Context: an optimization exercise on an open-source flow, tuned for small area, a short achievable clock period and few clock cycles per item. The choices shown serve that exercise and are no tape-out recipe.
Function was checked by simulation only, so behaviour that the tests miss may differ from the original.

==> flow/design.v <==
`timescale 1ns / 1ps
`default_nettype none
package serp_pkg;
  localparam logic [31:0] Phi = 32'h9E3779B9;
  localparam int unsigned NumRounds = 32;
  localparam int unsigned NumRkeys = 33;
  localparam logic [2:0] RegKey0 = 3'd0;
  localparam logic [2:0] RegKey1 = 3'd1;
  localparam logic [2:0] RegKey2 = 3'd2;
  localparam logic [2:0] RegKey3 = 3'd3;
  localparam logic [2:0] RegKlen = 3'd4;
  typedef enum logic [2:0] {
    ST_IDLE,
    ST_KINIT,
    ST_KEXP,
    ST_ENC,
    ST_DEC,
    ST_DONE
  } state_e;
  typedef struct packed {
    logic       load;       
    logic       kinit;      
    logic       kstep;      
    logic       rstep;      
    logic [5:0] idx;        
    logic       last;       
    logic [5:0] nidx;       
    logic       ndec;       
  } serp_cmd_t;
endpackage
`default_nettype wire
`timescale 1ns / 1ps
`default_nettype none
import serp_pkg::*;
module serp_ctrl (
  input  wire logic      clk_i,
  input  wire logic      rst_ni,
  input  wire logic      start_i,
  input  wire logic      mode_i,
  input  wire logic      key_wr_i,
  input  wire logic      out_free_i,
  output serp_pkg::serp_cmd_t cmd_o,
  output logic           busy_o,
  output logic           done_o
);
  serp_pkg::state_e state_q, state_d;
  logic [5:0] cnt_q, cnt_d;
  logic       kval_q, kval_d;
  logic       dec_q, dec_d;
  always_comb begin
    state_d = state_q;
    cnt_d   = cnt_q;
    kval_d  = kval_q;
    dec_d   = dec_q;
    if (key_wr_i) kval_d = 1'b0;
    unique case (state_q)
      ST_IDLE: begin
        if (start_i) begin
          dec_d   = mode_i;
          state_d = kval_q ? (mode_i ? ST_DEC : ST_ENC) : ST_KINIT;
          cnt_d   = (kval_q && mode_i) ? 6'd32 : 6'd0;
        end
      end
      ST_KINIT: begin
        state_d = ST_KEXP;
        cnt_d   = 6'd0;
      end
      ST_KEXP: begin
        cnt_d = cnt_q + 6'd1;
        if (cnt_q == 6'd32) begin
          kval_d  = 1'b1;
          state_d = dec_q ? ST_DEC : ST_ENC;
          cnt_d   = dec_q ? 6'd32 : 6'd0;
        end
      end
      ST_ENC: begin
        cnt_d = cnt_q + 6'd1;
        if (cnt_q == 6'd31) state_d = ST_DONE;
      end
      ST_DEC: begin
        cnt_d = cnt_q - 6'd1;
        if (cnt_q == 6'd1) state_d = ST_DONE;
      end
      ST_DONE: begin
        if (out_free_i) state_d = ST_IDLE;
      end
      default: state_d = ST_IDLE;
    endcase
  end
  always_comb begin
    cmd_o  = '0;
    busy_o = (state_q != ST_IDLE);
    done_o = 1'b0;
    cmd_o.idx  = cnt_q;
    cmd_o.nidx = cnt_d;
    cmd_o.ndec = dec_d;
    unique case (state_q)
      ST_IDLE:  cmd_o.load  = start_i;
      ST_KINIT: cmd_o.kinit = 1'b1;
      ST_KEXP:  cmd_o.kstep = 1'b1;
      ST_ENC: begin
        cmd_o.rstep = 1'b1;
        cmd_o.last  = (cnt_q == 6'd31);
      end
      ST_DEC: begin
        cmd_o.rstep = 1'b1;
        cmd_o.last  = (cnt_q == 6'd1);
      end
      ST_DONE: done_o = out_free_i;
      default: cmd_o = '0;
    endcase
  end
  always_ff @(posedge clk_i or negedge rst_ni) begin
    if (!rst_ni) begin
      state_q <= ST_IDLE;
      cnt_q   <= '0;
      kval_q  <= 1'b0;
      dec_q   <= 1'b0;
    end else begin
      state_q <= state_d;
      cnt_q   <= cnt_d;
      kval_q  <= kval_d;
      dec_q   <= dec_d;
    end
  end
endmodule
`default_nettype wire
`timescale 1ns / 1ps
`default_nettype none
import serp_pkg::*;
module serp_dp (
  input  wire logic         clk_i,
  input  wire logic         dec_i,
  input  wire logic [127:0] blk_i,
  input  wire logic [255:0] key_i,
  input  wire logic [1:0]   klen_i,
  input  serp_pkg::serp_cmd_t cmd_i,
  output logic [127:0]      res_o
);
  function automatic logic [3:0] sbox_f(input logic [2:0] s, input logic [3:0] v);
    unique case ({s, v})
      7'h00: sbox_f = 4'h3;
      7'h01: sbox_f = 4'h8;
      7'h02: sbox_f = 4'hf;
      7'h03: sbox_f = 4'h1;
      7'h04: sbox_f = 4'ha;
      7'h05: sbox_f = 4'h6;
      7'h06: sbox_f = 4'h5;
      7'h07: sbox_f = 4'hb;
      7'h08: sbox_f = 4'he;
      7'h09: sbox_f = 4'hd;
      7'h0a: sbox_f = 4'h4;
      7'h0b: sbox_f = 4'h2;
      7'h0c: sbox_f = 4'h7;
      7'h0d: sbox_f = 4'h0;
      7'h0e: sbox_f = 4'h9;
      7'h0f: sbox_f = 4'hc;
      7'h10: sbox_f = 4'hf;
      7'h11: sbox_f = 4'hc;
      7'h12: sbox_f = 4'h2;
      7'h13: sbox_f = 4'h7;
      7'h14: sbox_f = 4'h9;
      7'h15: sbox_f = 4'h0;
      7'h16: sbox_f = 4'h5;
      7'h17: sbox_f = 4'ha;
      7'h18: sbox_f = 4'h1;
      7'h19: sbox_f = 4'hb;
      7'h1a: sbox_f = 4'he;
      7'h1b: sbox_f = 4'h8;
      7'h1c: sbox_f = 4'h6;
      7'h1d: sbox_f = 4'hd;
      7'h1e: sbox_f = 4'h3;
      7'h1f: sbox_f = 4'h4;
      7'h20: sbox_f = 4'h8;
      7'h21: sbox_f = 4'h6;
      7'h22: sbox_f = 4'h7;
      7'h23: sbox_f = 4'h9;
      7'h24: sbox_f = 4'h3;
      7'h25: sbox_f = 4'hc;
      7'h26: sbox_f = 4'ha;
      7'h27: sbox_f = 4'hf;
      7'h28: sbox_f = 4'hd;
      7'h29: sbox_f = 4'h1;
      7'h2a: sbox_f = 4'he;
      7'h2b: sbox_f = 4'h4;
      7'h2c: sbox_f = 4'h0;
      7'h2d: sbox_f = 4'hb;
      7'h2e: sbox_f = 4'h5;
      7'h2f: sbox_f = 4'h2;
      7'h30: sbox_f = 4'h0;
      7'h31: sbox_f = 4'hf;
      7'h32: sbox_f = 4'hb;
      7'h33: sbox_f = 4'h8;
      7'h34: sbox_f = 4'hc;
      7'h35: sbox_f = 4'h9;
      7'h36: sbox_f = 4'h6;
      7'h37: sbox_f = 4'h3;
      7'h38: sbox_f = 4'hd;
      7'h39: sbox_f = 4'h1;
      7'h3a: sbox_f = 4'h2;
      7'h3b: sbox_f = 4'h4;
      7'h3c: sbox_f = 4'ha;
      7'h3d: sbox_f = 4'h7;
      7'h3e: sbox_f = 4'h5;
      7'h3f: sbox_f = 4'he;
      7'h40: sbox_f = 4'h1;
      7'h41: sbox_f = 4'hf;
      7'h42: sbox_f = 4'h8;
      7'h43: sbox_f = 4'h3;
      7'h44: sbox_f = 4'hc;
      7'h45: sbox_f = 4'h0;
      7'h46: sbox_f = 4'hb;
      7'h47: sbox_f = 4'h6;
      7'h48: sbox_f = 4'h2;
      7'h49: sbox_f = 4'h5;
      7'h4a: sbox_f = 4'h4;
      7'h4b: sbox_f = 4'ha;
      7'h4c: sbox_f = 4'h9;
      7'h4d: sbox_f = 4'he;
      7'h4e: sbox_f = 4'h7;
      7'h4f: sbox_f = 4'hd;
      7'h50: sbox_f = 4'hf;
      7'h51: sbox_f = 4'h5;
      7'h52: sbox_f = 4'h2;
      7'h53: sbox_f = 4'hb;
      7'h54: sbox_f = 4'h4;
      7'h55: sbox_f = 4'ha;
      7'h56: sbox_f = 4'h9;
      7'h57: sbox_f = 4'hc;
      7'h58: sbox_f = 4'h0;
      7'h59: sbox_f = 4'h3;
      7'h5a: sbox_f = 4'he;
      7'h5b: sbox_f = 4'h8;
      7'h5c: sbox_f = 4'hd;
      7'h5d: sbox_f = 4'h6;
      7'h5e: sbox_f = 4'h7;
      7'h5f: sbox_f = 4'h1;
      7'h60: sbox_f = 4'h7;
      7'h61: sbox_f = 4'h2;
      7'h62: sbox_f = 4'hc;
      7'h63: sbox_f = 4'h5;
      7'h64: sbox_f = 4'h8;
      7'h65: sbox_f = 4'h4;
      7'h66: sbox_f = 4'h6;
      7'h67: sbox_f = 4'hb;
      7'h68: sbox_f = 4'he;
      7'h69: sbox_f = 4'h9;
      7'h6a: sbox_f = 4'h1;
      7'h6b: sbox_f = 4'hf;
      7'h6c: sbox_f = 4'hd;
      7'h6d: sbox_f = 4'h3;
      7'h6e: sbox_f = 4'ha;
      7'h6f: sbox_f = 4'h0;
      7'h70: sbox_f = 4'h1;
      7'h71: sbox_f = 4'hd;
      7'h72: sbox_f = 4'hf;
      7'h73: sbox_f = 4'h0;
      7'h74: sbox_f = 4'he;
      7'h75: sbox_f = 4'h8;
      7'h76: sbox_f = 4'h2;
      7'h77: sbox_f = 4'hb;
      7'h78: sbox_f = 4'h7;
      7'h79: sbox_f = 4'h4;
      7'h7a: sbox_f = 4'hc;
      7'h7b: sbox_f = 4'ha;
      7'h7c: sbox_f = 4'h9;
      7'h7d: sbox_f = 4'h3;
      7'h7e: sbox_f = 4'h5;
      7'h7f: sbox_f = 4'h6;
      default: sbox_f = 4'h0;
    endcase
  endfunction
  function automatic logic [3:0] sbox_i(input logic [2:0] s, input logic [3:0] v);
    unique case ({s, v})
      7'h00: sbox_i = 4'hd;
      7'h01: sbox_i = 4'h3;
      7'h02: sbox_i = 4'hb;
      7'h03: sbox_i = 4'h0;
      7'h04: sbox_i = 4'ha;
      7'h05: sbox_i = 4'h6;
      7'h06: sbox_i = 4'h5;
      7'h07: sbox_i = 4'hc;
      7'h08: sbox_i = 4'h1;
      7'h09: sbox_i = 4'he;
      7'h0a: sbox_i = 4'h4;
      7'h0b: sbox_i = 4'h7;
      7'h0c: sbox_i = 4'hf;
      7'h0d: sbox_i = 4'h9;
      7'h0e: sbox_i = 4'h8;
      7'h0f: sbox_i = 4'h2;
      7'h10: sbox_i = 4'h5;
      7'h11: sbox_i = 4'h8;
      7'h12: sbox_i = 4'h2;
      7'h13: sbox_i = 4'he;
      7'h14: sbox_i = 4'hf;
      7'h15: sbox_i = 4'h6;
      7'h16: sbox_i = 4'hc;
      7'h17: sbox_i = 4'h3;
      7'h18: sbox_i = 4'hb;
      7'h19: sbox_i = 4'h4;
      7'h1a: sbox_i = 4'h7;
      7'h1b: sbox_i = 4'h9;
      7'h1c: sbox_i = 4'h1;
      7'h1d: sbox_i = 4'hd;
      7'h1e: sbox_i = 4'ha;
      7'h1f: sbox_i = 4'h0;
      7'h20: sbox_i = 4'hc;
      7'h21: sbox_i = 4'h9;
      7'h22: sbox_i = 4'hf;
      7'h23: sbox_i = 4'h4;
      7'h24: sbox_i = 4'hb;
      7'h25: sbox_i = 4'he;
      7'h26: sbox_i = 4'h1;
      7'h27: sbox_i = 4'h2;
      7'h28: sbox_i = 4'h0;
      7'h29: sbox_i = 4'h3;
      7'h2a: sbox_i = 4'h6;
      7'h2b: sbox_i = 4'hd;
      7'h2c: sbox_i = 4'h5;
      7'h2d: sbox_i = 4'h8;
      7'h2e: sbox_i = 4'ha;
      7'h2f: sbox_i = 4'h7;
      7'h30: sbox_i = 4'h0;
      7'h31: sbox_i = 4'h9;
      7'h32: sbox_i = 4'ha;
      7'h33: sbox_i = 4'h7;
      7'h34: sbox_i = 4'hb;
      7'h35: sbox_i = 4'he;
      7'h36: sbox_i = 4'h6;
      7'h37: sbox_i = 4'hd;
      7'h38: sbox_i = 4'h3;
      7'h39: sbox_i = 4'h5;
      7'h3a: sbox_i = 4'hc;
      7'h3b: sbox_i = 4'h2;
      7'h3c: sbox_i = 4'h4;
      7'h3d: sbox_i = 4'h8;
      7'h3e: sbox_i = 4'hf;
      7'h3f: sbox_i = 4'h1;
      7'h40: sbox_i = 4'h5;
      7'h41: sbox_i = 4'h0;
      7'h42: sbox_i = 4'h8;
      7'h43: sbox_i = 4'h3;
      7'h44: sbox_i = 4'ha;
      7'h45: sbox_i = 4'h9;
      7'h46: sbox_i = 4'h7;
      7'h47: sbox_i = 4'he;
      7'h48: sbox_i = 4'h2;
      7'h49: sbox_i = 4'hc;
      7'h4a: sbox_i = 4'hb;
      7'h4b: sbox_i = 4'h6;
      7'h4c: sbox_i = 4'h4;
      7'h4d: sbox_i = 4'hf;
      7'h4e: sbox_i = 4'hd;
      7'h4f: sbox_i = 4'h1;
      7'h50: sbox_i = 4'h8;
      7'h51: sbox_i = 4'hf;
      7'h52: sbox_i = 4'h2;
      7'h53: sbox_i = 4'h9;
      7'h54: sbox_i = 4'h4;
      7'h55: sbox_i = 4'h1;
      7'h56: sbox_i = 4'hd;
      7'h57: sbox_i = 4'he;
      7'h58: sbox_i = 4'hb;
      7'h59: sbox_i = 4'h6;
      7'h5a: sbox_i = 4'h5;
      7'h5b: sbox_i = 4'h3;
      7'h5c: sbox_i = 4'h7;
      7'h5d: sbox_i = 4'hc;
      7'h5e: sbox_i = 4'ha;
      7'h5f: sbox_i = 4'h0;
      7'h60: sbox_i = 4'hf;
      7'h61: sbox_i = 4'ha;
      7'h62: sbox_i = 4'h1;
      7'h63: sbox_i = 4'hd;
      7'h64: sbox_i = 4'h5;
      7'h65: sbox_i = 4'h3;
      7'h66: sbox_i = 4'h6;
      7'h67: sbox_i = 4'h0;
      7'h68: sbox_i = 4'h4;
      7'h69: sbox_i = 4'h9;
      7'h6a: sbox_i = 4'he;
      7'h6b: sbox_i = 4'h7;
      7'h6c: sbox_i = 4'h2;
      7'h6d: sbox_i = 4'hc;
      7'h6e: sbox_i = 4'h8;
      7'h6f: sbox_i = 4'hb;
      7'h70: sbox_i = 4'h3;
      7'h71: sbox_i = 4'h0;
      7'h72: sbox_i = 4'h6;
      7'h73: sbox_i = 4'hd;
      7'h74: sbox_i = 4'h9;
      7'h75: sbox_i = 4'he;
      7'h76: sbox_i = 4'hf;
      7'h77: sbox_i = 4'h8;
      7'h78: sbox_i = 4'h5;
      7'h79: sbox_i = 4'hc;
      7'h7a: sbox_i = 4'hb;
      7'h7b: sbox_i = 4'h7;
      7'h7c: sbox_i = 4'ha;
      7'h7d: sbox_i = 4'h1;
      7'h7e: sbox_i = 4'h4;
      7'h7f: sbox_i = 4'h2;
      default: sbox_i = 4'h0;
    endcase
  endfunction
  function automatic logic [127:0] slice(input logic [2:0] s, input logic inv,
                                         input logic [127:0] x);
    logic [127:0] y;
    logic [3:0] n;
    logic [3:0] o;
    begin
      y = '0;
      for (int b = 0; b < 32; b++) begin
        n = {x[96+b], x[64+b], x[32+b], x[b]};
        o = inv ? sbox_i(s, n) : sbox_f(s, n);
        y[b] = o[0]; y[32+b] = o[1]; y[64+b] = o[2]; y[96+b] = o[3];
      end
      slice = y;
    end
  endfunction
  function automatic logic [31:0] rl(input logic [31:0] x, input int unsigned n);
    rl = (x << n) | (x >> (32 - n));
  endfunction
  function automatic logic [127:0] lin_fwd(input logic [127:0] v);
    logic [31:0] a, b, c, d;
    begin
      a = v[31:0]; b = v[63:32]; c = v[95:64]; d = v[127:96];
      a = rl(a, 13); c = rl(c, 3);
      b = b ^ a ^ c; d = d ^ c ^ (a << 3);
      b = rl(b, 1); d = rl(d, 7);
      a = a ^ b ^ d; c = c ^ d ^ (b << 7);
      a = rl(a, 5); c = rl(c, 22);
      lin_fwd = {d, c, b, a};
    end
  endfunction
  function automatic logic [127:0] lin_inv(input logic [127:0] v);
    logic [31:0] a, b, c, d;
    begin
      a = v[31:0]; b = v[63:32]; c = v[95:64]; d = v[127:96];
      c = rl(c, 10); a = rl(a, 27);
      c = c ^ d ^ (b << 7); a = a ^ b ^ d;
      d = rl(d, 25); b = rl(b, 31);
      d = d ^ c ^ (a << 3); b = b ^ a ^ c;
      c = rl(c, 29); a = rl(a, 19);
      lin_inv = {d, c, b, a};
    end
  endfunction
  logic [31:0]  win_q [8];
  logic [127:0] rk_mem [NumRkeys-1];
  logic [127:0] rk_top_q;
  logic [127:0] rk_q;
  logic [127:0] x_q, x_d;
  logic         dec_q;
  logic [127:0] grp, t;
  logic [31:0]  w [4];
  logic [2:0]   sb;
  logic [5:0]   ki;
  logic [5:0]   nra;
  logic [4:0]   raddr;
  logic [3:0]   nw;
  always_comb begin
    w[0] = rl(win_q[0] ^ win_q[3] ^ win_q[5] ^ win_q[7] ^ Phi ^
              {24'd0, cmd_i.idx, 2'd0}, 11);
    w[1] = rl(win_q[1] ^ win_q[4] ^ win_q[6] ^ w[0] ^ Phi ^
              {24'd0, cmd_i.idx, 2'd1}, 11);
    w[2] = rl(win_q[2] ^ win_q[5] ^ win_q[7] ^ w[1] ^ Phi ^
              {24'd0, cmd_i.idx, 2'd2}, 11);
    w[3] = rl(win_q[3] ^ win_q[6] ^ w[0] ^ w[2] ^ Phi ^
              {24'd0, cmd_i.idx, 2'd3}, 11);
    grp = slice(3'(3'd3 - cmd_i.idx[2:0]), 1'b0, {w[3], w[2], w[1], w[0]});
  end
  always_comb begin
    nw = (klen_i == 2'd0) ? 4'd4 : (klen_i == 2'd1) ? 4'd6 : 4'd8;
  end
  always_ff @(posedge clk_i) begin
    if (cmd_i.kinit) begin
      for (int i = 0; i < 8; i++) begin
        win_q[i] <= (4'(i) < nw) ? key_i[32*i +: 32] : ((4'(i) == nw) ? 32'd1 : 32'd0);
      end
    end else if (cmd_i.kstep) begin
      for (int i = 0; i < 4; i++) begin
        win_q[i]   <= win_q[i+4];
        win_q[i+4] <= w[i];
      end
      if (cmd_i.idx == 6'd32) rk_top_q <= grp;
      else rk_mem[cmd_i.idx[4:0]] <= grp;
    end
  end
  assign nra   = cmd_i.ndec ? (cmd_i.nidx - 6'd1) : cmd_i.nidx;
  assign raddr = nra[4:0];
  always_ff @(posedge clk_i) begin
    rk_q <= rk_mem[raddr];
  end
  assign ki = cmd_i.idx;
  assign sb = dec_q ? 3'(ki - 6'd1) : ki[2:0];
  always_comb begin
    t = '0;
    if (!dec_q) begin
      t   = slice(sb, 1'b0, x_q ^ rk_q);
      x_d = cmd_i.last ? (t ^ rk_top_q) : lin_fwd(t);
    end else if (ki == 6'd32) begin
      x_d = slice(3'd7, 1'b1, x_q ^ rk_top_q) ^ rk_q;
    end else begin
      x_d = slice(sb, 1'b1, lin_inv(x_q)) ^ rk_q;
    end
  end
  always_ff @(posedge clk_i) begin
    if (cmd_i.load) begin
      x_q   <= blk_i;
      dec_q <= dec_i;
    end else if (cmd_i.rstep) begin
      x_q <= x_d;
    end
  end
  assign res_o = x_q;
endmodule
`default_nettype wire
`timescale 1ns / 1ps
`default_nettype none
import serp_pkg::*;
module serpent_block_cipher_unit (
  input  wire logic         clk_i,
  input  wire logic         rst_ni,
  input  wire logic         psel_i,
  input  wire logic         penable_i,
  input  wire logic         pwrite_i,
  input  wire logic [5:0]   paddr_i,
  input  wire logic [63:0]  pwdata_i,
  output logic [63:0]       prdata_o,
  output logic              pready_o,
  input  wire logic         s_axis_tvalid_i,
  output logic              s_axis_tready_o,
  input  wire logic [127:0] s_axis_tdata_i,   
  input  wire logic         s_axis_tuser_i,   
  output logic              m_axis_tvalid_o,
  input  wire logic         m_axis_tready_i,
  output logic [127:0]      m_axis_tdata_o    
);
  logic [63:0]  key_q [4];
  logic [1:0]   klen_q;
  logic         wr;
  logic [2:0]   ra;
  logic         busy, done, ovalid_q;
  logic [127:0] res, odata_q;
  serp_pkg::serp_cmd_t cmd;
  assign pready_o = 1'b1;
  assign wr = psel_i && penable_i && pwrite_i;
  assign ra = paddr_i[5:3];
  always_ff @(posedge clk_i or negedge rst_ni) begin
    if (!rst_ni) begin
      for (int i = 0; i < 4; i++) key_q[i] <= '0;
      klen_q <= '0;
    end else if (wr) begin
      unique case (ra)
        RegKey0: key_q[0] <= pwdata_i;
        RegKey1: key_q[1] <= pwdata_i;
        RegKey2: key_q[2] <= pwdata_i;
        RegKey3: key_q[3] <= pwdata_i;
        RegKlen: klen_q   <= pwdata_i[1:0];
        default: ;
      endcase
    end
  end
  always_comb begin
    unique case (ra)
      RegKey0: prdata_o = key_q[0];
      RegKey1: prdata_o = key_q[1];
      RegKey2: prdata_o = key_q[2];
      RegKey3: prdata_o = key_q[3];
      RegKlen: prdata_o = {62'd0, klen_q};
      default: prdata_o = '0;
    endcase
  end
  assign s_axis_tready_o = !busy;
  serp_ctrl u_ctrl (
    .clk_i, .rst_ni,
    .start_i   (s_axis_tvalid_i && !busy),
    .mode_i    (s_axis_tuser_i),
    .key_wr_i  (wr && ra <= RegKlen),
    .out_free_i(!ovalid_q || m_axis_tready_i),
    .cmd_o     (cmd),
    .busy_o    (busy),
    .done_o    (done)
  );
  serp_dp u_dp (
    .clk_i,
    .dec_i (s_axis_tuser_i),
    .blk_i (s_axis_tdata_i),
    .key_i ({key_q[3], key_q[2], key_q[1], key_q[0]}),
    .klen_i(klen_q),
    .cmd_i (cmd),
    .res_o (res)
  );
  always_ff @(posedge clk_i or negedge rst_ni) begin
    if (!rst_ni) begin
      ovalid_q <= 1'b0;
    end else if (done) begin
      ovalid_q <= 1'b1;
    end else if (m_axis_tready_i) begin
      ovalid_q <= 1'b0;
    end
  end
  always_ff @(posedge clk_i) begin
    if (done) odata_q <= res;
  end
  assign m_axis_tvalid_o = ovalid_q;
  assign m_axis_tdata_o  = odata_q;
endmodule
`default_nettype wire
==> flow/run.sh <==
#!/bin/bash
# synth_recipe.tcl (not shown) runs the flow's synth.tcl, then flattens the netlist and writes it again
# the make line also repeats each setting of config.mk as NAME=value (left out here)
make -C /OpenROAD-flow-scripts/flow DESIGN_CONFIG=/design/flow/config.mk WORK_HOME=/design/flow/orfs CLKGATE_MAP_FILE= SYNTH_SCRIPT=/design/flow/synth_recipe.tcl finish
==> flow/config.mk <==
export PLATFORM = sky130hd
export DESIGN_NAME = serpent_block_cipher_unit
export DESIGN_NICKNAME = serpent_block_cipher_unit
export VERILOG_FILES = /design/flow/design.v
export SDC_FILE = /design/flow/constraint.sdc
export NUM_CORES = 8
export LEC_CHECK = 0
export CAP_MARGIN = 20
export CORE_MARGIN = 2
export CORE_UTILIZATION = 30
export PLACE_DENSITY = 0.42
export SLEW_MARGIN = 20
export SYNTH_MEMORY_MAX_BITS = 8192
==> flow/constraint.sdc <==
create_clock -name core_clock -period 10.0 [get_ports {clk_i}]
set_input_delay 2.0000 -clock core_clock [delete_from_list [all_inputs] [get_ports {clk_i}]]
set_output_delay 2.0000 -clock core_clock [all_outputs]
set_load 0.01 [all_outputs]
==> impl_metrics.csv, run 1 <==
group,metric,value,unit
status,run_status,"no timing/DRC/antenna violations",
place,dp_slack,2.535,ns
logic_synthesis,async_flop_share,0.05258,
logic_synthesis,syn_avg_cell_area,9.530,sq um
hold_path,hold_path.class,"reg -> reg",
logic_synthesis,synthTopCellsByArea,"edfxtp_1, nand2_1, a311oi_1",
detailed_routing,routedWlPerCell,35.00,um
layout,syn_to_final_growth,14.64,%
die,die_h,1.030,mm
sta,worst_slack,2.579,ns
place,dp_cells,45970,
logic_synthesis,ys_top_cells_by_count,"nand2_1, edfxtp_1, nor2_1, clkbuf_1, a21oi_1",
setup_path,worst_r2r_path_depth,14,
hold_path,min_path_cells,0,
sta,rsz0062_at_grt,"false",
global_route,grt_busiest_layer,"met2",
clock_tree,post_cts_resize_count,0,
clock_tree,ctsHoldBuffers,0,
logic_synthesis,synthAdderAreaFrac,0.02698,
sta,timing.final.crit_period,7.421,ns
place,gp_congestion,0.9915,
clock_tree,clock_sinks,5135,
logic_synthesis,ys_seq_elements,5135,
die,core,1049000,sq um
place,portBuffers,396,
place,dp_hpwl,1089,mm
die,num_io_pins,401,
setup_path,cp-end-kind,"flip-flop",
global_route,grt.met1_usage,0.4001,
detailed_routing,drt_wl_total,1652,mm
detailed_routing,drc,0,
job,maxCapViolCount,0,
detailed_routing,vias,288149,
sta,tns,0,ns
clock_tree,post_cts.repair.setup_buffers,0,
sta,setup_violations,0,
sta,slew_headroom,0.1026,
logic_synthesis,post_synth_num_cell_types,132,
global_route,first_global_vias,264853,
logic_synthesis,synth_area,315800,sq um
clock_tree,clock_latency,1.19,ns
setup_path,cp_cell_sequence,"nand2_2, a2111o_2, buf_12, nand3_1, buf_4, buf_4, nor3_1, or4_1, buf_4, xor3_1, xnor2_1, xnor2_1, a22oi_1, o211ai_1",
sta,final-max-slew-violation-count,0,
logic_synthesis,synthCells,33140,
detailed_routing,postRouteAntennaNets,0,
global_route,grt_use_total,0.2969,
global_route,grt_max_degree,147,
logic_synthesis,yosys.area.top_type,"edfxtp_1",
logic_synthesis,synth_top_flop_cell,"edfxtp_1",
clock_tree,clk_pin_slew_worst_paths,0.06,ns
logic_synthesis,synth_edf_count,4737,
detailed_routing,drt_first_pass_iters,9,
logic_synthesis,yosysWarningCount,6,
global_route,grtUsageMet2,0.4243,
setup_path,critPathArrivalTime,8.39,ns
setup_path,path_class,"reg -> reg",
logic_synthesis,muxShareOfSynthArea,0.02052,
global_route,grt_first_pass_wirelength,2242,mm
sta,hold_violations,0,
logic_synthesis,yosysSeqAreaShare,0.4799,
sta,worst_slew_pin_slew,1.337,ns
logic_synthesis,yosysMostFrequentCell,"nand2_1",
setup_path,cp_slowest_stage_delay,1.04,ns
die,start_util,0.3012,
setup_path,cp_common_cell,"buf_4",
setup_path,crit_path_start_kind,"flip-flop",
logic_synthesis,mappedNetlistNets,34027,
logic_synthesis,synth_top_family_by_area,"compound AO/OA/AOI/OAI gates",
layout,drive_above_1_share,0.1032,
layout,fin_area,362100,sq um
setup_path,crit_fanout,40,
logic_synthesis,yosysTopAreaCellShare,0.4504,
layout,fin_util,0.3453,
place,placed_area,341900,sq um
die,die_area,1061000,sq um
sta,min_period_over_period,0.7421,
die,die_w,1.030,mm
detailed_routing,avgViaCountPerCell,6.104,
clock_tree,cts_tree,"done",
global_route,overflow,0,
clock_tree,cts_root_buffer,"clkbuf_16",
setup_path,required,10.96,ns
clock_tree,htree_num_levels,6,
layout,final_cells,47204,
logic_synthesis,yosys.area_share.xor_xnor,0.06093,
detailed_routing,drtIter0Drc,38911,
layout,nets,33497,
clock_tree,cts_buffer_depth,5,
global_route,antenna_found_initial,195,
die,rows,376,
sta,max_clock_freq,0.1348,GHz
setup_path,crit_slowest_cell,"dfrtp_2",
sta,finClkSkew,0.1042,ns
logic_synthesis,synthSimpleGateAreaFrac,0.1723,
global_route,met3_usage,0.07973,
clock_tree,cts_buffers,612,
logic_synthesis,synth-compound-area-share,0.1961,
-- state kept, by name (all words and copies together), names as in the netlist, 6 cells and up --
register	count
u_dp.rk_mem	4096
key_q	256
u_dp.win_q	256
odata_q	128
u_dp.rk_q	128
u_dp.rk_top_q	128
u_dp.x_q	128
u_ctrl.cnt_q	6
-- critical path: cells and delay by family (launching register included) --
family / cells / cell delay, ns
AO/OA/AOI/OAI: 3 / 1.26
AND/OR/NAND/NOR: 4 / 1.25
buffers and inverters: 4 / 1.39
flip-flops: 1 / 1.04
XOR/XNOR: 3 / 2.12
-- through the flow --
| step | hold slack (ns) |
|---|---|
| after global routing | 0.4814 |
| final | 0.4611 |
| after floorplan | 0.4206 |
| after detailed placement | 0.4450 |
| after CTS | 0.4589 |
| after global placement | 0.4367 |
-- metal layers --
metal | share of wire | vias to the layer above | routed length, um
li1 | - | 123194 | -
met1 | 0.42 | 146258 | 686500
met2 | 0.41 | 15540 | 679200
met3 | 0.10 | 3103 | 168600
met4 | 0.071 | 54 | 117400
met5 | 0.00023 | - | 372
-- logic make-up (layout without fill, tap and decap cells) --
kind of cell             after synthesis  after routing
multiplexers                         481            481
AO/OA/AOI/OAI                       9124           9124
flip-flops                          5135           5135
other                                  1            100
adder cells (fa/ha/maj)              681            681
buffers and inverters               3291           3270
XOR/XNOR                            1790           1790
AND/OR/NAND/NOR                    12637          12637
-- layout make-up --
class	count	area, sq um
Inverter	337	1277
Clock inverter	269	2789
Antenna cell	99	247.7
Tap cell	13986	17500
Fill cell	106101	686600
Timing Repair Buffer	1810	16560
Clock buffer	854	16800
Sequential cell	5135	151600
Multi-Input combinational cell	24714	155300
-- final timing paths --
path,from,to,slack (ns)
max,u_ctrl.state_q[2]$_DFFE_PN0P_,u_dp.x_q[94]$_DFFE_PP_,2.58
min,u_dp.x_q[92]$_DFFE_PP_,odata_q[92]$_DFFE_PP_,0.46
max reg2reg,u_ctrl.state_q[2]$_DFFE_PN0P_,u_dp.x_q[94]$_DFFE_PP_,2.58
min reg2reg,u_dp.x_q[92]$_DFFE_PP_,odata_q[92]$_DFFE_PP_,0.46
max in group asynchronous,rst_ni,u_ctrl.cnt_q[1]$_DFF_PN0_,7.59
min in group asynchronous,rst_ni,key_q[0][47]$_DFFE_PN0P_,0.88
-- cells in the final DEF, fill, tap and decap left out, types with 162 or more instances in the layout --
cell type,netlist,routed
edfxtp_1,4737,4737
buf_4,84,1250
ha_1,681,681
o211ai_1,711,711
inv_1,256,256
clkdlybuf4s50_1,0,395
a21oi_1,1864,1823
xor2_1,552,468
nand2_1,6776,6752
a211oi_1,847,843
and3_1,739,736
o31ai_1,166,162
dfrtp_1,270,265
o22ai_1,203,200
a311oi_1,1134,1131
xnor2_2,57,191
mux2_2,277,277
nand3_1,1433,1431
clkbuf_16,0,620
nor3_1,794,783
clkbuf_1,1998,193
a31oi_1,638,601
o21ai_0,1852,1834
o311ai_0,200,200
xnor2_1,955,812
nor2_1,2068,2013
nor4_1,245,194
Testbench counts, summed over its fixed seeds: cycles 53,664, items 1,536.
==> run 2: changes to the inputs <==
--- a/flow/design.v
+++ b/flow/design.v
@@ -2,140 +2,80 @@
 `default_nettype none
 package serp_pkg;
   localparam logic [31:0] Phi = 32'h9E3779B9;
-  localparam int unsigned NumRounds = 32;
-  localparam int unsigned NumRkeys = 33;
   localparam logic [2:0] RegKey0 = 3'd0;
   localparam logic [2:0] RegKey1 = 3'd1;
   localparam logic [2:0] RegKey2 = 3'd2;
   localparam logic [2:0] RegKey3 = 3'd3;
   localparam logic [2:0] RegKlen = 3'd4;
-  typedef enum logic [2:0] {
-    ST_IDLE,
-    ST_KINIT,
-    ST_KEXP,
-    ST_ENC,
-    ST_DEC,
-    ST_DONE
-  } state_e;
-  typedef struct packed {
-    logic       load;       
-    logic       kinit;      
-    logic       kstep;      
-    logic       rstep;      
-    logic [5:0] idx;        
-    logic       last;       
-    logic [5:0] nidx;       
-    logic       ndec;       
-  } serp_cmd_t;
 endpackage
 `default_nettype wire
 `timescale 1ns / 1ps
 `default_nettype none
 import serp_pkg::*;
 module serp_ctrl (
-  input  wire logic      clk_i,
-  input  wire logic      rst_ni,
-  input  wire logic      start_i,
-  input  wire logic      mode_i,
-  input  wire logic      key_wr_i,
-  input  wire logic      out_free_i,
-  output serp_pkg::serp_cmd_t cmd_o,
-  output logic           busy_o,
-  output logic           done_o
+  input  wire logic [255:0] key_i,     
+  input  wire logic [1:0]   klen_i,
+  input  wire logic [255:0] e_i,       
+  input  wire logic         dec_i,
+  output logic [255:0]      u_o,
+  output logic [127:0]      k_o
 );
-  serp_pkg::state_e state_q, state_d;
-  logic [5:0] cnt_q, cnt_d;
-  logic       kval_q, kval_d;
-  logic       dec_q, dec_d;
-  always_comb begin
-    state_d = state_q;
-    cnt_d   = cnt_q;
-    kval_d  = kval_q;
-    dec_d   = dec_q;
-    if (key_wr_i) kval_d = 1'b0;
-    unique case (state_q)
-      ST_IDLE: begin
-        if (start_i) begin
-          dec_d   = mode_i;
-          state_d = kval_q ? (mode_i ? ST_DEC : ST_ENC) : ST_KINIT;
-          cnt_d   = (kval_q && mode_i) ? 6'd32 : 6'd0;
-        end
-      end
-      ST_KINIT: begin
-        state_d = ST_KEXP;
-        cnt_d   = 6'd0;
-      end
-      ST_KEXP: begin
-        cnt_d = cnt_q + 6'd1;
-        if (cnt_q == 6'd32) begin
-          kval_d  = 1'b1;
-          state_d = dec_q ? ST_DEC : ST_ENC;
-          cnt_d   = dec_q ? 6'd32 : 6'd0;
-        end
-      end
-      ST_ENC: begin
-        cnt_d = cnt_q + 6'd1;
-        if (cnt_q == 6'd31) state_d = ST_DONE;
-      end
-      ST_DEC: begin
-        cnt_d = cnt_q - 6'd1;
-        if (cnt_q == 6'd1) state_d = ST_DONE;
-      end
-      ST_DONE: begin
-        if (out_free_i) state_d = ST_IDLE;
-      end
-      default: state_d = ST_IDLE;
+  function automatic logic [3:0] sbox3(input logic [3:0] v);
+    unique case (v)
+      4'h0: sbox3 = 4'h0;
+      4'h1: sbox3 = 4'hf;
+      4'h2: sbox3 = 4'hb;
+      4'h3: sbox3 = 4'h8;
+      4'h4: sbox3 = 4'hc;
+      4'h5: sbox3 = 4'h9;
+      4'h6: sbox3 = 4'h6;
+      4'h7: sbox3 = 4'h3;
+      4'h8: sbox3 = 4'hd;
+      4'h9: sbox3 = 4'h1;
+      4'ha: sbox3 = 4'h2;
+      4'hb: sbox3 = 4'h4;
+      4'hc: sbox3 = 4'ha;
+      4'hd: sbox3 = 4'h7;
+      4'he: sbox3 = 4'h5;
+      4'hf: sbox3 = 4'he;
+      default: sbox3 = 4'h0;
     endcase
-  end
+  endfunction
+  function automatic logic [31:0] rl(input logic [31:0] x, input int unsigned n);
+    rl = (x << n) | (x >> (32 - n));
+  endfunction
+  logic [31:0]  p [8];    
+  logic [31:0]  w [4];    
+  logic [127:0] g;
+  logic [3:0]   nw;
   always_comb begin
-    cmd_o  = '0;
-    busy_o = (state_q != ST_IDLE);
-    done_o = 1'b0;
-    cmd_o.idx  = cnt_q;
-    cmd_o.nidx = cnt_d;
-    cmd_o.ndec = dec_d;
-    unique case (state_q)
-      ST_IDLE:  cmd_o.load  = start_i;
-      ST_KINIT: cmd_o.kinit = 1'b1;
-      ST_KEXP:  cmd_o.kstep = 1'b1;
-      ST_ENC: begin
-        cmd_o.rstep = 1'b1;
-        cmd_o.last  = (cnt_q == 6'd31);
-      end
-      ST_DEC: begin
-        cmd_o.rstep = 1'b1;
-        cmd_o.last  = (cnt_q == 6'd1);
-      end
-      ST_DONE: done_o = out_free_i;
-      default: cmd_o = '0;
-    endcase
-  end
-  always_ff @(posedge clk_i or negedge rst_ni) begin
-    if (!rst_ni) begin
-      state_q <= ST_IDLE;
-      cnt_q   <= '0;
-      kval_q  <= 1'b0;
-      dec_q   <= 1'b0;
-    end else begin
-      state_q <= state_d;
-      cnt_q   <= cnt_d;
-      kval_q  <= kval_d;
-      dec_q   <= dec_d;
-    end
+    nw = (klen_i == 2'd0) ? 4'd4 : (klen_i == 2'd1) ? 4'd6 : 4'd8;
+    for (int i = 0; i < 8; i++)
+      p[i] = (4'(i) < nw) ? key_i[32*i +: 32] : ((4'(i) == nw) ? 32'd1 : 32'd0);
+    w[0] = rl(p[0] ^ p[3] ^ p[5] ^ p[7] ^ Phi ^ 32'd0, 11);
+    w[1] = rl(p[1] ^ p[4] ^ p[6] ^ w[0] ^ Phi ^ 32'd1, 11);
+    w[2] = rl(p[2] ^ p[5] ^ p[7] ^ w[1] ^ Phi ^ 32'd2, 11);
+    w[3] = rl(p[3] ^ p[6] ^ w[0] ^ w[2] ^ Phi ^ 32'd3, 11);
+    u_o = dec_i ? e_i : {w[3], w[2], w[1], w[0], p[7], p[6], p[5], p[4]};
+    g   = dec_i ? e_i[255:128] : {w[3], w[2], w[1], w[0]};
+    for (int b = 0; b < 32; b++)
+      {k_o[96+b], k_o[64+b], k_o[32+b], k_o[b]} = sbox3({g[96+b], g[64+b], g[32+b], g[b]});
   end
 endmodule
 `default_nettype wire
 `timescale 1ns / 1ps
 `default_nettype none
 import serp_pkg::*;
-module serp_dp (
-  input  wire logic         clk_i,
+module serp_dp #(
+  parameter int unsigned M = 0
+) (
   input  wire logic         dec_i,
-  input  wire logic [127:0] blk_i,
-  input  wire logic [255:0] key_i,
-  input  wire logic [1:0]   klen_i,
-  input  serp_pkg::serp_cmd_t cmd_i,
-  output logic [127:0]      res_o
+  input  wire logic         done_i,
+  input  wire logic [1:0]   lap_i,
+  input  wire logic [127:0] x_i,
+  input  wire logic [255:0] u_i,
+  output logic [127:0]      y_o,
+  output logic [255:0]      u_o
 );
   function automatic logic [3:0] sbox_f(input logic [2:0] s, input logic [3:0] v);
     unique case ({s, v})
@@ -445,74 +385,52 @@
       lin_inv = {d, c, b, a};
     end
   endfunction
-  logic [31:0]  win_q [8];
-  logic [127:0] rk_mem [NumRkeys-1];
-  logic [127:0] rk_top_q;
-  logic [127:0] rk_q;
-  logic [127:0] x_q, x_d;
-  logic         dec_q;
-  logic [127:0] grp, t;
-  logic [31:0]  w [4];
-  logic [2:0]   sb;
-  logic [5:0]   ki;
-  logic [5:0]   nra;
-  logic [4:0]   raddr;
-  logic [3:0]   nw;
-  always_comb begin
-    w[0] = rl(win_q[0] ^ win_q[3] ^ win_q[5] ^ win_q[7] ^ Phi ^
-              {24'd0, cmd_i.idx, 2'd0}, 11);
-    w[1] = rl(win_q[1] ^ win_q[4] ^ win_q[6] ^ w[0] ^ Phi ^
-              {24'd0, cmd_i.idx, 2'd1}, 11);
-    w[2] = rl(win_q[2] ^ win_q[5] ^ win_q[7] ^ w[1] ^ Phi ^
-              {24'd0, cmd_i.idx, 2'd2}, 11);
-    w[3] = rl(win_q[3] ^ win_q[6] ^ w[0] ^ w[2] ^ Phi ^
-              {24'd0, cmd_i.idx, 2'd3}, 11);
-    grp = slice(3'(3'd3 - cmd_i.idx[2:0]), 1'b0, {w[3], w[2], w[1], w[0]});
-  end
+  localparam logic [2:0] SE0 = 3'(2 * M);        
+  localparam logic [2:0] SE1 = 3'(2 * M + 1);
+  localparam logic [2:0] SD0 = 3'(7 - 2 * M);    
+  localparam logic [2:0] SD1 = 3'(6 - 2 * M);
+  localparam logic [2:0] KE0 = 3'(2 - 2 * M);    
+  localparam logic [2:0] KE1 = 3'(1 - 2 * M);
+  localparam logic [2:0] KD0 = 3'(2 * M + 4);    
+  localparam logic [2:0] KD1 = 3'(2 * M + 5);
+  localparam bit         LastStage = (M == 3);
+  logic [31:0]  s  [16];    
+  logic [31:0]  sb [16];    
+  logic [7:0]   je, id;
+  logic         last;
+  logic [127:0] ke0, ke1, kd0, kd1;
+  logic [127:0] a1, a2, a3, ye;
+  logic [127:0] d1, d2, d3, yd;
+  logic [255:0] ne, nd;
+  assign last = LastStage && (lap_i == 2'd3);
+  assign je = 8'({lap_i, 5'd0}) + 8'(8 * M + 4);      
+  assign id = 8'(124 - 8 * M) - 8'({lap_i, 5'd0});   
   always_comb begin
-    nw = (klen_i == 2'd0) ? 4'd4 : (klen_i == 2'd1) ? 4'd6 : 4'd8;
-  end
-  always_ff @(posedge clk_i) begin
-    if (cmd_i.kinit) begin
-      for (int i = 0; i < 8; i++) begin
-        win_q[i] <= (4'(i) < nw) ? key_i[32*i +: 32] : ((4'(i) == nw) ? 32'd1 : 32'd0);
-      end
-    end else if (cmd_i.kstep) begin
-      for (int i = 0; i < 4; i++) begin
-        win_q[i]   <= win_q[i+4];
-        win_q[i+4] <= w[i];
-      end
-      if (cmd_i.idx == 6'd32) rk_top_q <= grp;
-      else rk_mem[cmd_i.idx[4:0]] <= grp;
+    for (int t = 0; t < 8; t++) s[t] = u_i[32*t +: 32];
+    for (int t = 0; t < 8; t++)
+      s[8+t] = rl(s[t] ^ s[t+3] ^ s[t+5] ^ s[t+7] ^ Phi ^ {24'd0, 8'(je + 8'(t))}, 11);
+    for (int t = 0; t < 8; t++) sb[8+t] = u_i[32*t +: 32];
+    for (int k = 7; k >= 0; k--)
+      sb[k] = rl(sb[k+8], 21) ^ sb[k+3] ^ sb[k+5] ^ sb[k+7] ^ Phi ^ {24'd0, 8'(id + 8'(k))};
+    for (int t = 0; t < 8; t++) begin
+      ne[32*t +: 32] = s[8+t];
+      nd[32*t +: 32] = sb[t];
     end
   end
-  assign nra   = cmd_i.ndec ? (cmd_i.nidx - 6'd1) : cmd_i.nidx;
-  assign raddr = nra[4:0];
-  always_ff @(posedge clk_i) begin
-    rk_q <= rk_mem[raddr];
-  end
-  assign ki = cmd_i.idx;
-  assign sb = dec_q ? 3'(ki - 6'd1) : ki[2:0];
-  always_comb begin
-    t = '0;
-    if (!dec_q) begin
-      t   = slice(sb, 1'b0, x_q ^ rk_q);
-      x_d = cmd_i.last ? (t ^ rk_top_q) : lin_fwd(t);
-    end else if (ki == 6'd32) begin
-      x_d = slice(3'd7, 1'b1, x_q ^ rk_top_q) ^ rk_q;
-    end else begin
-      x_d = slice(sb, 1'b1, lin_inv(x_q)) ^ rk_q;
-    end
-  end
-  always_ff @(posedge clk_i) begin
-    if (cmd_i.load) begin
-      x_q   <= blk_i;
-      dec_q <= dec_i;
-    end else if (cmd_i.rstep) begin
-      x_q <= x_d;
-    end
-  end
-  assign res_o = x_q;
+  assign ke0 = slice(KE0, 1'b0, {s[11], s[10], s[9], s[8]});
+  assign ke1 = slice(KE1, 1'b0, {s[15], s[14], s[13], s[12]});
+  assign kd0 = slice(KD0, 1'b0, {sb[11], sb[10], sb[9], sb[8]});
+  assign kd1 = slice(KD1, 1'b0, {sb[7], sb[6], sb[5], sb[4]});
+  assign a1 = slice(SE0, 1'b0, x_i);
+  assign a2 = lin_fwd(a1) ^ ke0;
+  assign a3 = slice(SE1, 1'b0, a2);
+  assign ye = (last ? a3 : lin_fwd(a3)) ^ ke1;
+  assign d1 = slice(SD0, 1'b1, x_i) ^ kd0;
+  assign d2 = lin_inv(d1);
+  assign d3 = slice(SD1, 1'b1, d2) ^ kd1;
+  assign yd = last ? d3 : lin_inv(d3);
+  assign y_o = done_i ? x_i : (dec_i ? yd : ye);
+  assign u_o = dec_i ? nd : ne;
 endmodule
 `default_nettype wire
 `timescale 1ns / 1ps
@@ -538,14 +456,12 @@
 );
   logic [63:0]  key_q [4];
   logic [1:0]   klen_q;
-  logic         wr;
+  logic         wr, key_wr;
   logic [2:0]   ra;
-  logic         busy, done, ovalid_q;
-  logic [127:0] res, odata_q;
-  serp_pkg::serp_cmd_t cmd;
   assign pready_o = 1'b1;
   assign wr = psel_i && penable_i && pwrite_i;
   assign ra = paddr_i[5:3];
+  assign key_wr = wr && (ra <= RegKlen);
   always_ff @(posedge clk_i or negedge rst_ni) begin
     if (!rst_ni) begin
       for (int i = 0; i < 4; i++) key_q[i] <= '0;
@@ -571,37 +487,109 @@
       default: prdata_o = '0;
     endcase
   end
-  assign s_axis_tready_o = !busy;
+  logic         v_q    [4];    
+  logic         pc_q   [4];    
+  logic         dec_q  [4];
+  logic         done_q [4];    
+  logic [1:0]   lap_q  [4];
+  logic [2:0]   tag_q  [4];    
+  logic [127:0] x_q    [4];
+  logic [255:0] u_q    [4];
+  logic [127:0] y      [4];
+  logic [255:0] un     [4];
+  logic [255:0] e_q;           
+  logic         e_val_q, pc_busy_q;
+  logic [2:0]   itag_q, otag_q;
+  logic         ovalid_q;
+  logic [127:0] odata_q;
+  logic [255:0] u_in;
+  logic [127:0] k_in;
+  logic         last3, comp3, pc_comp, ready3, exit3, cont3, free0;
+  logic         accept, launch, ent_dec;
+  for (genvar m = 0; m < 4; m++) begin : g_stage
+    serp_dp #(.M(m)) u_dp (
+      .dec_i (dec_q[m]),
+      .done_i(done_q[m]),
+      .lap_i (lap_q[m]),
+      .x_i   (x_q[m]),
+      .u_i   (u_q[m]),
+      .y_o   (y[m]),
+      .u_o   (un[m])
+    );
+  end
+  assign ent_dec = s_axis_tuser_i && e_val_q;
   serp_ctrl u_ctrl (
-    .clk_i, .rst_ni,
-    .start_i   (s_axis_tvalid_i && !busy),
-    .mode_i    (s_axis_tuser_i),
-    .key_wr_i  (wr && ra <= RegKlen),
-    .out_free_i(!ovalid_q || m_axis_tready_i),
-    .cmd_o     (cmd),
-    .busy_o    (busy),
-    .done_o    (done)
-  );
-  serp_dp u_dp (
-    .clk_i,
-    .dec_i (s_axis_tuser_i),
-    .blk_i (s_axis_tdata_i),
     .key_i ({key_q[3], key_q[2], key_q[1], key_q[0]}),
     .klen_i(klen_q),
-    .cmd_i (cmd),
-    .res_o (res)
+    .e_i   (e_q),
+    .dec_i (ent_dec),
+    .u_o   (u_in),
+    .k_o   (k_in)
   );
+  assign last3   = (lap_q[3] == 2'd3);
+  assign comp3   = v_q[3] && !done_q[3] && last3;
+  assign pc_comp = comp3 && pc_q[3];
+  assign ready3  = v_q[3] && !pc_q[3] && (done_q[3] || last3);
+  assign exit3   = ready3 && (tag_q[3] == otag_q) && (!ovalid_q || m_axis_tready_i);
+  assign cont3   = v_q[3] && !exit3 && !pc_comp && !(key_wr && pc_q[3]);
+  assign free0   = !cont3;
+  assign s_axis_tready_o = free0 && (e_val_q || !s_axis_tuser_i);
+  assign accept = s_axis_tvalid_i && s_axis_tready_o;
+  assign launch = free0 && !accept && !e_val_q && !pc_busy_q && !key_wr;
   always_ff @(posedge clk_i or negedge rst_ni) begin
     if (!rst_ni) begin
-      ovalid_q <= 1'b0;
-    end else if (done) begin
-      ovalid_q <= 1'b1;
-    end else if (m_axis_tready_i) begin
-      ovalid_q <= 1'b0;
+      for (int m = 0; m < 4; m++) v_q[m] <= 1'b0;
+      e_val_q   <= 1'b0;
+      pc_busy_q <= 1'b0;
+      itag_q    <= '0;
+      otag_q    <= '0;
+      ovalid_q  <= 1'b0;
+    end else begin
+      for (int m = 0; m < 3; m++) v_q[m+1] <= v_q[m] && !(key_wr && pc_q[m]);
+      v_q[0] <= cont3 || accept || launch;
+      if (accept) itag_q <= itag_q + 3'd1;
+      if (exit3) otag_q <= otag_q + 3'd1;
+      if (exit3) ovalid_q <= 1'b1;
+      else if (m_axis_tready_i) ovalid_q <= 1'b0;
+      if (key_wr) begin
+        e_val_q   <= 1'b0;
+        pc_busy_q <= 1'b0;
+      end else begin
+        if (comp3 && !dec_q[3]) e_val_q <= 1'b1;
+        if (launch) pc_busy_q <= 1'b1;
+        else if (pc_comp) pc_busy_q <= 1'b0;
+      end
     end
   end
   always_ff @(posedge clk_i) begin
-    if (done) odata_q <= res;
+    for (int m = 0; m < 3; m++) begin
+      pc_q[m+1]   <= pc_q[m];
+      dec_q[m+1]  <= dec_q[m];
+      done_q[m+1] <= done_q[m];
+      lap_q[m+1]  <= lap_q[m];
+      tag_q[m+1]  <= tag_q[m];
+      x_q[m+1]    <= y[m];
+      u_q[m+1]    <= un[m];
+    end
+    if (cont3) begin
+      pc_q[0]   <= pc_q[3];
+      dec_q[0]  <= dec_q[3];
+      done_q[0] <= done_q[3] || last3;
+      lap_q[0]  <= lap_q[3] + 2'd1;
+      tag_q[0]  <= tag_q[3];
+      x_q[0]    <= y[3];
+      u_q[0]    <= un[3];
+    end else begin
+      pc_q[0]   <= !accept;
+      dec_q[0]  <= ent_dec;
+      done_q[0] <= 1'b0;
+      lap_q[0]  <= 2'd0;
+      tag_q[0]  <= itag_q;
+      x_q[0]    <= s_axis_tdata_i ^ k_in;
+      u_q[0]    <= u_in;
+    end
+    if (comp3 && !dec_q[3] && !e_val_q) e_q <= un[3];
+    if (exit3) odata_q <= y[3];
   end
   assign m_axis_tvalid_o = ovalid_q;
   assign m_axis_tdata_o  = odata_q;
--- a/flow/config.mk
+++ b/flow/config.mk
@@ -5,9 +5,11 @@
 export SDC_FILE = /design/flow/constraint.sdc
 export NUM_CORES = 8
 export LEC_CHECK = 0
+export ABC_CLOCK_PERIOD_IN_PS = 5000
 export CAP_MARGIN = 20
 export CORE_MARGIN = 2
 export CORE_UTILIZATION = 30
 export PLACE_DENSITY = 0.42
+export SETUP_SLACK_MARGIN = 4.5
 export SLEW_MARGIN = 20
 export SYNTH_MEMORY_MAX_BITS = 8192
==> run 2 against run 1 <==
Against the previous run: the layout now fails its checks (max-capacitance violations, max-slew violations); synthesized area is 8.7% higher; maximum frequency grew 6.7%; count of clock-buffer cells in the layout fell by 407.
==> impl_metrics.csv, run 2 <==
group,metric,value,unit
sta,rsz0062_at_grt,"true",
setup_path,r2r-start,"u_q[3][201]$_DFF_P_",
logic_synthesis,yosys.area.top_type,"xnor2_1",
setup_path,required,11.01,ns
setup_path,critPathArrivalTime,7.97,ns
setup_path,cp_cell_sequence,"xnor3_2, xnor2_1, buf_4, xnor2_1, nor2_1, a211oi_2, xnor2_2, buf_6, xor3_1, nor2_2, xnor2_2, nand2_1, o21ai_2, mux2_4, mux2i_4, inv_2, ha_4, or4_4, and3_4",
logic_synthesis,synthCells,43827,
detailed_routing,avgViaCountPerCell,5.988,
global_route,first_global_vias,334841,
global_route,grt_max_degree,141,
global_route,grt_first_pass_wirelength,3800,mm
status,violatedChecks,"max-capacitance violations, max-slew violations",
logic_synthesis,mappedNetlistNets,44815,
logic_synthesis,synth_top_flop_cell,"dfxtp_1",
global_route,overflow,0,
logic_synthesis,synthTopCellsByArea,"xnor2_1, dfxtp_1, xor2_1",
layout,syn_to_final_growth,48.87,%
detailed_routing,drt_wl_total,3147,mm
sta,final-max-slew-violation-count,105,
place,dp_hpwl,2663,mm
sta,tns,0,ns
place,dp_slack,1.125,ns
die,num_io_pins,401,
clock_tree,clock_latency,1.27,ns
global_route,antenna_found_initial,699,
clock_tree,ctsHoldBuffers,0,
setup_path,cp-end-kind,"flip-flop",
job,maxCapViolCount,12,
logic_synthesis,yosysTopAreaCellShare,0.2429,
sta,setup_violations,0,
sta,hold_violations,0,
setup_path,cp_slowest_stage_delay,1.05,ns
sta,worst_slew_pin_slew,2.323,ns
logic_synthesis,synth_edf_count,384,
die,rows,393,
status,run_status,"complete, but fails checks",
layout,final_common_cell,"xnor2_1",
logic_synthesis,post_synth_num_cell_types,138,
clock_tree,htree_num_levels,5,
global_route,grt_use_total,0.5156,
sta,worst_slack,3.045,ns
setup_path,path_class,"reg -> reg",
layout,drive_above_1_share,0.3487,
detailed_routing,postRouteAntennaNets,0,
layout,largest_reg_flops,1024,
logic_synthesis,yosysMostFrequentCell,"xnor2_1",
die,core,1143000,sq um
logic_synthesis,yosysWarningCount,36,
detailed_routing,vias,401140,
sta,max_clock_freq,0.1438,GHz
die,start_util,0.3004,
clock_tree,cts_root_buffer,"clkbuf_16",
layout,final_cell_mix,"xnor2_1, buf_4, nand2_1, nor2_1, xor2_1",
layout,nets,50261,
die,die_area,1153000,sq um
hold_path,hp-start,"pc_q[0]$_DFF_P_",
sta,min_period_over_period,0.6955,
clock_tree,cts_tree,"done",
detailed_routing,drtIter0Drc,66010,
sta,finClkSkew,0.1977,ns
sta,slew_headroom,-0.5487,
place,portBuffers,396,
setup_path,crit_path_start_kind,"flip-flop",
detailed_routing,routedWlPerCell,46.98,um
logic_synthesis,yosysSeqAreaShare,0.1597,
logic_synthesis,syn_avg_cell_area,7.833,sq um
place,gp_congestion,1.161,
clock_tree,clk_pin_slew_worst_paths,0.06,ns
detailed_routing,drc,0,
setup_path,crit_slowest_cell,"a211oi_2",
clock_tree,cts_buffer_depth,5,
layout,fin_util,0.4472,
clock_tree,clock_sinks,2479,
logic_synthesis,synth_area,343300,sq um
die,die_h,1.074,mm
logic_synthesis,async_flop_share,0.1093,
detailed_routing,drt_first_pass_iters,19,
setup_path,crit_fanout,7,
sta,timing.final.crit_period,6.955,ns
die,die_w,1.074,mm
logic_synthesis,ys_top_cells_by_count,"xnor2_1, nand2_1, xor2_1, nor2_1, o21ai_0",
clock_tree,cts_buffers,352,
logic_synthesis,ys_seq_elements,2479,
hold_path,hold_path.class,"reg -> reg",
setup_path,crit_path_start,"u_q[3][201]$_DFF_P_",
run 2: changes by cell type after synthesis, moves of 1409 or more:
cell      change
xor2_1     +3094
dfxtp_1    +1696
nor2_1     +1409
xnor2_1    +8565
edfxtp_1   -4353
nand2_1    -3005
run 2: cell type report:
type	count	area, sq um
inverters	1274	5350
repair buffers	7395	69480
clock buffers	447	9763
clock inverters	193	2412
multi-input cells	37771	341900
diodes	2224	5565
well taps	15207	19030
fillers	112050	631700
flip-flops and latches	2479	57620
run 2: repair_timing:
| item | 4_1_cts | 5_1_grt |
|---|---|---|
| setup endpoints to repair | 936 | 777 |
| gates resized for setup | 8972 | 3286 |
| pin swaps | 1710 | 1545 |
| buffers inserted | 2517 | 1477 |
| cloned | 35 | 12 |
run 2: final timing paths:
kind                                                       to  slack, ns  cells past startpoint
worst max-delay path            g_stage[0].u_dp.a1[8]$_DFF_P_       3.05                     19
worst min-delay path                          pc_q[1]$_DFF_P_       0.29                      0
max in group asynchronous            key_q[1][39]$_DFFE_PN0P_       6.89                      3
worst min register to register                pc_q[1]$_DFF_P_       0.29                      0
worst max register to register  g_stage[0].u_dp.a1[8]$_DFF_P_       3.05                     19
min in group asynchronous            key_q[1][15]$_DFFE_PN0P_       0.82                      1
run 2: cell families (layout without fill, tap and decap cells):
logic type               Yosys count  count (layout)  synth area share
other                              1            2225        0.00001092
XOR/XNOR                       13930           13950            0.3825
adder cells (fa/ha/maj)          957             957           0.03365
multiplexers                    1516            1516           0.05013
AND/OR/NAND/NOR                11241           11246            0.1499
AO/OA/AOI/OAI                  10099           10101            0.1829
flip-flops                      2479            2479            0.1597
buffers and inverters           3604            9309           0.04121
run 2: critical path: cells and delay by family, from the launching register on:
family                   cells  cell delay, ns
AO/OA/AOI/OAI                2            1.13
XOR/XNOR                     6            2.45
adder cells (fa/ha/maj)      1            0.20
buffers and inverters        3            0.50
flip-flops                   1            0.57
multiplexers                 2            0.88
AND/OR/NAND/NOR              5            1.04
run 2: per-layer routing:
metal / part of all wire / GRT usage / wire length (um) / vias up
li1: - / - / - / 162565
met4: 0.12 / 0.5042 / 389300 / 202
met3: 0.15 / 0.2450 / 469700 / 7243
met5: 0.0013 / 0.005754 / 4246 / -
met2: 0.36 / 0.6426 / 1120000 / 31387
met1: 0.37 / 0.6267 / 1164000 / 199743
run 2: stage by stage:
step | hold slack, ns | instance area (sq um) | std cells
final | 0.2853 | 511100 | 66990
after global routing | 0.3087 | 509300 | 66285
after CTS | 0.2821 | 474200 | 63262
after detailed placement | 0.3121 | 388200 | 60070
after global placement | 0.3123 | 387100 | 60039
after floorplan | 0.3096 | 344600 | 43827
Testbench counts of run 2, summed over its fixed seeds: cycles 7,147, items 1,536.
==> run 3: changes to the inputs <==
--- a/flow/config.mk
+++ b/flow/config.mk
@@ -5,11 +5,9 @@
 export SDC_FILE = /design/flow/constraint.sdc
 export NUM_CORES = 8
 export LEC_CHECK = 0
-export ABC_CLOCK_PERIOD_IN_PS = 5000
 export CAP_MARGIN = 20
 export CORE_MARGIN = 2
 export CORE_UTILIZATION = 30
 export PLACE_DENSITY = 0.42
-export SETUP_SLACK_MARGIN = 4.5
 export SLEW_MARGIN = 20
 export SYNTH_MEMORY_MAX_BITS = 8192
==> run 3 against run 2 <==
Against the previous run: the layout still fails its checks (max-capacitance violations, max-slew violations); wire length down 5.3%; sequential share of layout area increased by 2.3 points; count of clock-buffer cells in the layout up 7; hold slack better by 0.0020 ns; non-clock buffer count shrank 3964; final cell count decreased by 5.6%; largest cell class unchanged; maximum frequency is 25% lower; critical endpoint is now g_stage[0].u_dp.a1[52]$_DFF_P_; highest routed layer unchanged; synthesized cell count unchanged; register-to-register slack lost 2.4 ns.
==> impl_metrics.csv, run 3 <==
group,metric,value,unit
logic_synthesis,async_flop_share,0.1093,
setup_path,r2r-start,"x_q[3][98]$_DFF_P_",
clock_tree,ctsHoldBuffers,0,
sta,worst_slew_pin_slew,1.971,ns
layout,largest_reg_flops,1024,
sta,finClkSkew,0.1757,ns
setup_path,worst_r2r_path_depth,25,
place,gp_congestion,1.146,
global_route,met3_usage,0.2014,
clock_tree,clk_pin_slew_worst_paths,0.06,ns
logic_synthesis,yosysWarningCount,36,
global_route,overflow,0,
logic_synthesis,yosysMostFrequentCell,"xnor2_1",
status,run_status,"complete, but fails checks",
layout,final_cell_mix,"xnor2_1, nand2_1, xor2_1, nor2_1, buf_4",
logic_synthesis,yosysTopAreaCellShare,0.2429,
detailed_routing,drc,0,
sta,setup_violations,0,
sta,rsz0062_at_grt,"false",
place,portBuffers,396,
sta,max_clock_freq,0.1073,GHz
setup_path,cp-end-kind,"flip-flop",
status,violatedChecks,"max-capacitance violations, max-slew violations",
hold_path,hold_path.class,"reg -> reg",
layout,nets,46269,
hold_path,worstHoldEndpoint,"tag_q[3][1]$_DFF_P_",
global_route,grt_first_pass_wirelength,3608,mm
clock_tree,htree_num_levels,5,
detailed_routing,avgViaCountPerCell,5.937,
logic_synthesis,post_synth_num_cell_types,138,
place,placed_area,385800,sq um
detailed_routing,drt_first_pass_iters,10,
die,rows,393,
detailed_routing,drt_wl_total,2980,mm
global_route,grt_use_total,0.4907,
detailed_routing,vias,375284,
layout,drive_above_1_share,0.1311,
logic_synthesis,mappedNetlistNets,44815,
layout,fin_area,405600,sq um
setup_path,rrSetupSlack,0.68,ns
detailed_routing,drtIter0Drc,66065,
setup_path,required,11.05,ns
global_route,grt_busiest_layer,"met2",
die,num_io_pins,401,
logic_synthesis,synth_top_flop_cell,"dfxtp_1",
clock_tree,cts_buffers,351,
sta,timing.final.crit_period,9.319,ns
clock_tree,clock_latency,1.20,ns
logic_synthesis,synth_edf_count,384,
sta,hold_violations,0,
clock_tree,post_cts_resize_count,0,
logic_synthesis,ys_seq_elements,2479,
global_route,first_global_vias,310688,
logic_synthesis,yosys.area.top_type,"xnor2_1",
job,maxCapViolCount,14,
setup_path,path_class,"reg -> reg",
logic_synthesis,ys_top_cells_by_count,"xnor2_1, nand2_1, xor2_1, nor2_1, o21ai_0",
setup_path,worstReg2RegEnd,"g_stage[0].u_dp.a1[52]$_DFF_P_",
logic_synthesis,synth_area,343300,sq um
clock_tree,clock_sinks,2479,
setup_path,crit_fanout,18,
setup_path,crit_path_start_kind,"flip-flop",
clock_tree,cts_buffer_depth,5,
clock_tree,cts_tree,"done",
detailed_routing,routedWlPerCell,47.14,um
setup_path,critPathArrivalTime,10.37,ns
hold_path,min_path_cells,0,
clock_tree,cts_root_buffer,"clkbuf_16",
logic_synthesis,synthTopCellsByArea,"xnor2_1, dfxtp_1, xor2_1",
logic_synthesis,synthCells,43827,
global_route,grtUsageMet2,0.6170,
layout,final_common_cell,"xnor2_1",
sta,final-max-slew-violation-count,182,
sta,holdWs,0.2873,ns
logic_synthesis,syn_avg_cell_area,7.833,sq um
sta,tns,0,ns
setup_path,cp_slowest_stage_delay,1.04,ns
sta,min_period_over_period,0.9319,
global_route,grt_max_degree,163,
global_route,antenna_found_initial,730,
layout,syn_to_final_growth,18.13,%
place,dp_hpwl,2605,mm
hold_path,hp-start,"tag_q[2][1]$_DFF_P_",
die,start_util,0.3004,
detailed_routing,postRouteAntennaNets,0,
setup_path,crit_slowest_cell,"dfxtp_1",
die,die_w,1.074,mm
clock_tree,post_cts.repair.setup_buffers,0,
die,die_area,1153000,sq um
logic_synthesis,yosysSeqAreaShare,0.1597,
die,die_h,1.074,mm
die,core,1143000,sq um
global_route,grt.met1_usage,0.6166,
sta,slew_headroom,-0.3142,
## run 3: logic make-up (layout without fill, tap and decap cells)
family / Yosys count / after routing / share of synthesized area
other: 1 / 2439 / 0.00001092
multiplexers: 1516 / 1516 / 0.05013
adder cells (fa/ha/maj): 957 / 957 / 0.03365
AO/OA/AOI/OAI: 10099 / 10099 / 0.1829
XOR/XNOR: 13930 / 13930 / 0.3825
flip-flops: 2479 / 2479 / 0.1597
buffers and inverters: 3604 / 5343 / 0.04121
AND/OR/NAND/NOR: 11241 / 11241 / 0.1499
## run 3: worst max-delay path: cells and delay by family, from the launching register on
kind,cells,cell delay [ns]
buffers and inverters,6,1.82
AOI/OAI and AO/OA,2,0.16
DFF,1,1.04
xor gates and xnor gates,7,2.31
and+or+nand+nor,4,1.65
adders and majority gates,2,0.65
muxes,4,1.50
## run 3: how the worst max path moves through the flow
| stage | slack, ns | depth (start not counted) | endpoint | from |
|---|---|---|---|---|
| after floorplan | 1.08 | 8 | e_q[0]$_DFFE_PP_ | lap_q[3][0]$_DFF_P_ |
| after global placement | 1.19 | 22 | g_stage[0].u_dp.a1[48]$_DFF_P_ | u_q[3][45]$_DFF_P_ |
| after detailed placement | 1.20 | 22 | g_stage[0].u_dp.a1[48]$_DFF_P_ | u_q[3][45]$_DFF_P_ |
| after CTS | 1.15 | 22 | g_stage[0].u_dp.a1[48]$_DFF_P_ | u_q[3][45]$_DFF_P_ |
| after global routing | 0.76 | 28 | g_stage[0].u_dp.a1[20]$_DFF_P_ | x_q[3][98]$_DFF_P_ |
| final | 0.68 | 25 | g_stage[0].u_dp.a1[52]$_DFF_P_ | x_q[3][98]$_DFF_P_ |
## run 3: layout make-up
type / instances / area [sq um]
fill: 120256 / 737200
multi-input combinational: 37744 / 280800
sequential: 2479 / 54880
timing repair buffer: 3431 / 27820
tap: 15207 / 19030
clock buffer: 454 / 9813
antenna: 2438 / 6101
inverter: 1274 / 4813
clock inverter: 184 / 2252
## run 3: layer usage
| metal | routed length [um] | vias up |
|---|---|---|
| met5 | 1872 | - |
| met4 | 339900 | 220 |
| met3 | 393400 | 5701 |
| met2 | 1078000 | 28281 |
| met1 | 1166000 | 186081 |
| li1 | - | 155001 |
## run 3: stage by stage
step	util	std cells	setup WS, ns
2_1_floorplan	-	43827	1.076
3_3_place_gp	0.3368	60066	1.193
3_5_place_dp	0.3376	60101	1.200
4_1_cts	0.3481	60739	1.146
5_1_grt	0.3532	62447	0.7558
6_report	0.3549	63211	0.6814

## re-timing with driven ports
The flow's constraints put no driver on any port. The routed layouts listed below were extracted and timed again, unchanged, in two steps.
Step 1 sets driving cells, clkbuf_16 on the clock port and buf_2 on the other inputs (assumed; they add their load-dependent delay and slew).
Step 2, shift: input delay + t, output delay - t, t = (earliest + latest rising clock arrival at the registers) / 2. This alone moves slack from input paths to output paths.
Slacks: no drivers / after step 1 / after step 2; pairs: no drivers / after step 1.
run | t (ns) | setup WS [ns] | worst setup path after step 2
run 1 | 1.310 | 2.579 / 2.579 / 2.276 | input to register
run 2 | 1.356 | 3.045 / 3.045 / 2.358 | input to register
run 3 | 1.301 | 0.681 / 0.681 / 0.681 | register to register
The setup slack of run 2, which loses most, moves by 0.000 ns with the drivers and by -0.687 ns with both steps.
